Context: an optimization exercise on an open-source flow, tuned for small area and a short achievable clock period. The choices shown serve that exercise and are no tape-out recipe. Function was checked by simulation only, so behaviour that the tests miss may differ from the original. No activity file was given, so power comes from the tool's default toggle rates.

== run A ==
Design bru_cluster, start of the top module:
module bru_cluster (
   input  logic                                                    clk,
   input  logic                                                    rst_n,
   input  logic [bru_pipe_pkg::num_lanes*bru_pipe_pkg::uop_w-1:0]     issue,
   output logic [bru_pipe_pkg::redirect_w-1:0]                        redirect,
   output logic [bru_pipe_pkg::num_lanes*bru_pipe_pkg::link_wb_w-1:0] link_wb
);
For scale: about 2200 cells after synthesis, about 740 I/O pins, about 16000 sq um of cells after synthesis.
export LEC_CHECK = 0
export ABC_AREA = 1
export CAP_MARGIN = 20
export CORE_AREA = 5 5 195 195
export DIE_AREA = 0 0 200 200
export SETUP_SLACK_MARGIN = 1.9
export SLEW_MARGIN = 20
export TNS_END_PERCENT = 10
create_clock -name core_clock -period 5.0 [get_ports {clk}]
standard.sh (not shown) runs the stock make flow with config.mk's settings and CLKGATE_MAP_FILE= SYNTH_SCRIPT=/design/flow/synth_recipe.tcl, a recipe that flattens the netlist after the stock synthesis.
==> flow/flow/run.sh <==
#!/bin/bash
# Standard layout, with the port buffers made from the smallest buffer cell
# instead of the resizer's default pick, and the pins one track apart so that
# they fit on a smaller die; every tool's output goes to a log here.
bash standard.sh 'BUFFER_PORTS_ARGS=-buffer_cell sky130_fd_sc_hd__buf_1' \
  'PLACE_PINS_ARGS=-min_distance 1 -min_distance_in_tracks' finish > standard_run.log 2>&1
Run A reached the final stage; the timing, DRC and antenna checks on its layout passed.
Input-level comparison between run B and run A:
Settings: a change of DIE_AREA from 0 0 200 200 to 0 0 256 256; a change of CORE_AREA from 5 5 195 195 to 5 5 251 251; a change of SETUP_SLACK_MARGIN from 1.9 to 1.8; a deleted TNS_END_PERCENT that had been 10.
==> flow/flow/run.sh <==
#!/bin/bash
# Standard layout, with the port buffers made from the smallest buffer cell
# instead of the resizer's default pick; every tool's output goes to a log here.
bash standard.sh 'BUFFER_PORTS_ARGS=-buffer_cell sky130_fd_sc_hd__buf_1' finish > standard_run.log 2>&1
## What came out
[run B vs run A] cell area: higher in run B. Run B against run A: setup slack saw a decrease; number of signal-net buffers in the layout saw an increase. Diff run A -> run B: aggregate global-route resource usage decreased by 7.6 points relative to the old numbers; count of clock-net buffers in the final layout grew by 5.
The inputs of run C differ from those of run B as listed below.
Settings: TNS_END_PERCENT now 10, previously not set; CORE_AREA now 5 5 195 195, was 5 5 251 251; DIE_AREA now 0 0 200 200, was 0 0 256 256; SETUP_SLACK_MARGIN now 2.0, was 1.8.
==> flow/flow/run.sh <==
#!/bin/bash
# Standard layout, with the port buffers made from the smallest buffer cell
# instead of the resizer's default pick, the pins one track apart so that
# they fit on a smaller die, and no gate cloning in timing repair; every
# tool's output goes to a log here.
bash standard.sh 'BUFFER_PORTS_ARGS=-buffer_cell sky130_fd_sc_hd__buf_1' \
  'PLACE_PINS_ARGS=-min_distance 1 -min_distance_in_tracks' \
  SKIP_GATE_CLONING=1 finish > standard_run.log 2>&1
Results
Run C | status: complete | timing, DRC, antenna: pass. Run C vs run B — setup slack rose 0.093 ns. Re final cell count: run C is 317 down on run B. Taking run C as 1.0, run B lands at 1.9 on number of filler instances in the final layout. Number of global-route vias before repair up about 0.5% in run C wrt run B. Compared run C against run B; overall via count from detail_route within noise. Clock network fraction of total power in run C vs run B: down 5.1 points.
### run C -> run D
Settings: TNS_END_PERCENT now 25, was 10.
==> flow/flow/run.sh <==
#!/bin/bash
# Standard layout, with the port buffers made from the smallest buffer cell
# instead of the resizer's default pick, and the pins one track apart so that
# they fit on a smaller die; every tool's output goes to a log here.
bash standard.sh 'BUFFER_PORTS_ARGS=-buffer_cell sky130_fd_sc_hd__buf_1' \
  'PLACE_PINS_ARGS=-min_distance 1 -min_distance_in_tracks' finish > standard_run.log 2>&1
Findings:
Run D vs. run C: final instance area went up by about 0.9%.
Taking run C as the reference, in run D met1 demand-to-capacity share in global routing saw little to no change, count of cell instances traversed by the critical path fell 2.
Run C reports its destination of the critical timing path as bru_issue_stage_i.s_offset[23]$_DFF_P_ while run D reports bru_issue_stage_i.s_offset[16]$_DFF_P_.
Modified inputs, run E compared to run D
Settings: DIE_AREA changed from 0 0 200 200 to 0 0 215 215; TNS_END_PERCENT changed from 25 to 10; CORE_AREA changed from 5 5 195 195 to 5 5 210 210.
### Flow results
Relative to run D, global-route usage has decreased by 2.6 points in run E. Non-clock buffer count: run E > run D. Going from run D to run E, count of clock-buffer cells in the layout now sits lower; layout buffering overhead excluding clock cells now sits higher; endpoint arrival time on the critical path now sits at about the same level; logic depth of the worst setup path including buffers now sits lower. Across both runs, effective utilization at floorplan was lower for run E than for run D. Per the comparison of run E with run D, final clock period utilization by the worst path down 0.47 points, total routed wire length on the met1 layer picked up an extra 1800 um, final period demand of the worst path shrank by 0.024 ns.
--- input diff run E..run F ---
Settings: DIE_AREA now 0 0 200 200, was 0 0 215 215; CORE_AREA now 5 5 195 195, was 5 5 210 210.
## What came out
- The worst-skew pair later-pin latency was comparable across run F and run E.
- The beginning of the critical path comes out bru_issue_stage_i.s_jr$_DFF_P_ in one run and issue[131] in the other, namely in run E and run F respectively.
- Run F vs. run E: first-iteration DRC count decreased 205, instance count on the critical path up 8.

[static timing again, ports no longer ideal]
In the flow no input, the clock included, has a driving cell. The finished layouts below were timed again as built, in two steps. Step 1: set_driving_cell puts a clkbuf_16 on clk and a buf_2 on each other input, an assumption about the parent block. Step 2 times the ports against the registers' clock, not the clock port: input delays grow and output delays shrink by t, the midpoint of the rising clock arrivals with the driver on. a / b / c = ideal ports / drivers / drivers and shift; a / b = the first two.
run	shift t [ns]	setup slack, ns	hold WS [ns]	worst register clock-pin slew, ns	worst slew at a driven data input, ns
run A	0.569	1.897 / 1.919 / 1.350	0.486 / 0.486 / 0.486	0.07 / 0.07	0.10
run B	0.564	1.835 / 1.860 / 1.296	0.501 / 0.501 / 0.501	0.07 / 0.07	0.15
run C	0.576	1.928 / 1.951 / 1.375	0.482 / 0.482 / 0.482	0.07 / 0.07	0.16
run D	0.576	2.029 / 2.035 / 1.459	0.479 / 0.479 / 0.479	0.07 / 0.07	0.18
run E	0.595	2.053 / 2.053 / 1.489	0.482 / 0.482 / 0.482	0.07 / 0.07	0.13
run F	0.574	2.043 / 2.052 / 1.478	0.481 / 0.481 / 0.481	0.07 / 0.07	0.17
After both steps setup and hold are still met in every run listed. The setup slack of run D, which loses most, moves by +0.006 ns with the drivers and by -0.570 ns with both steps.
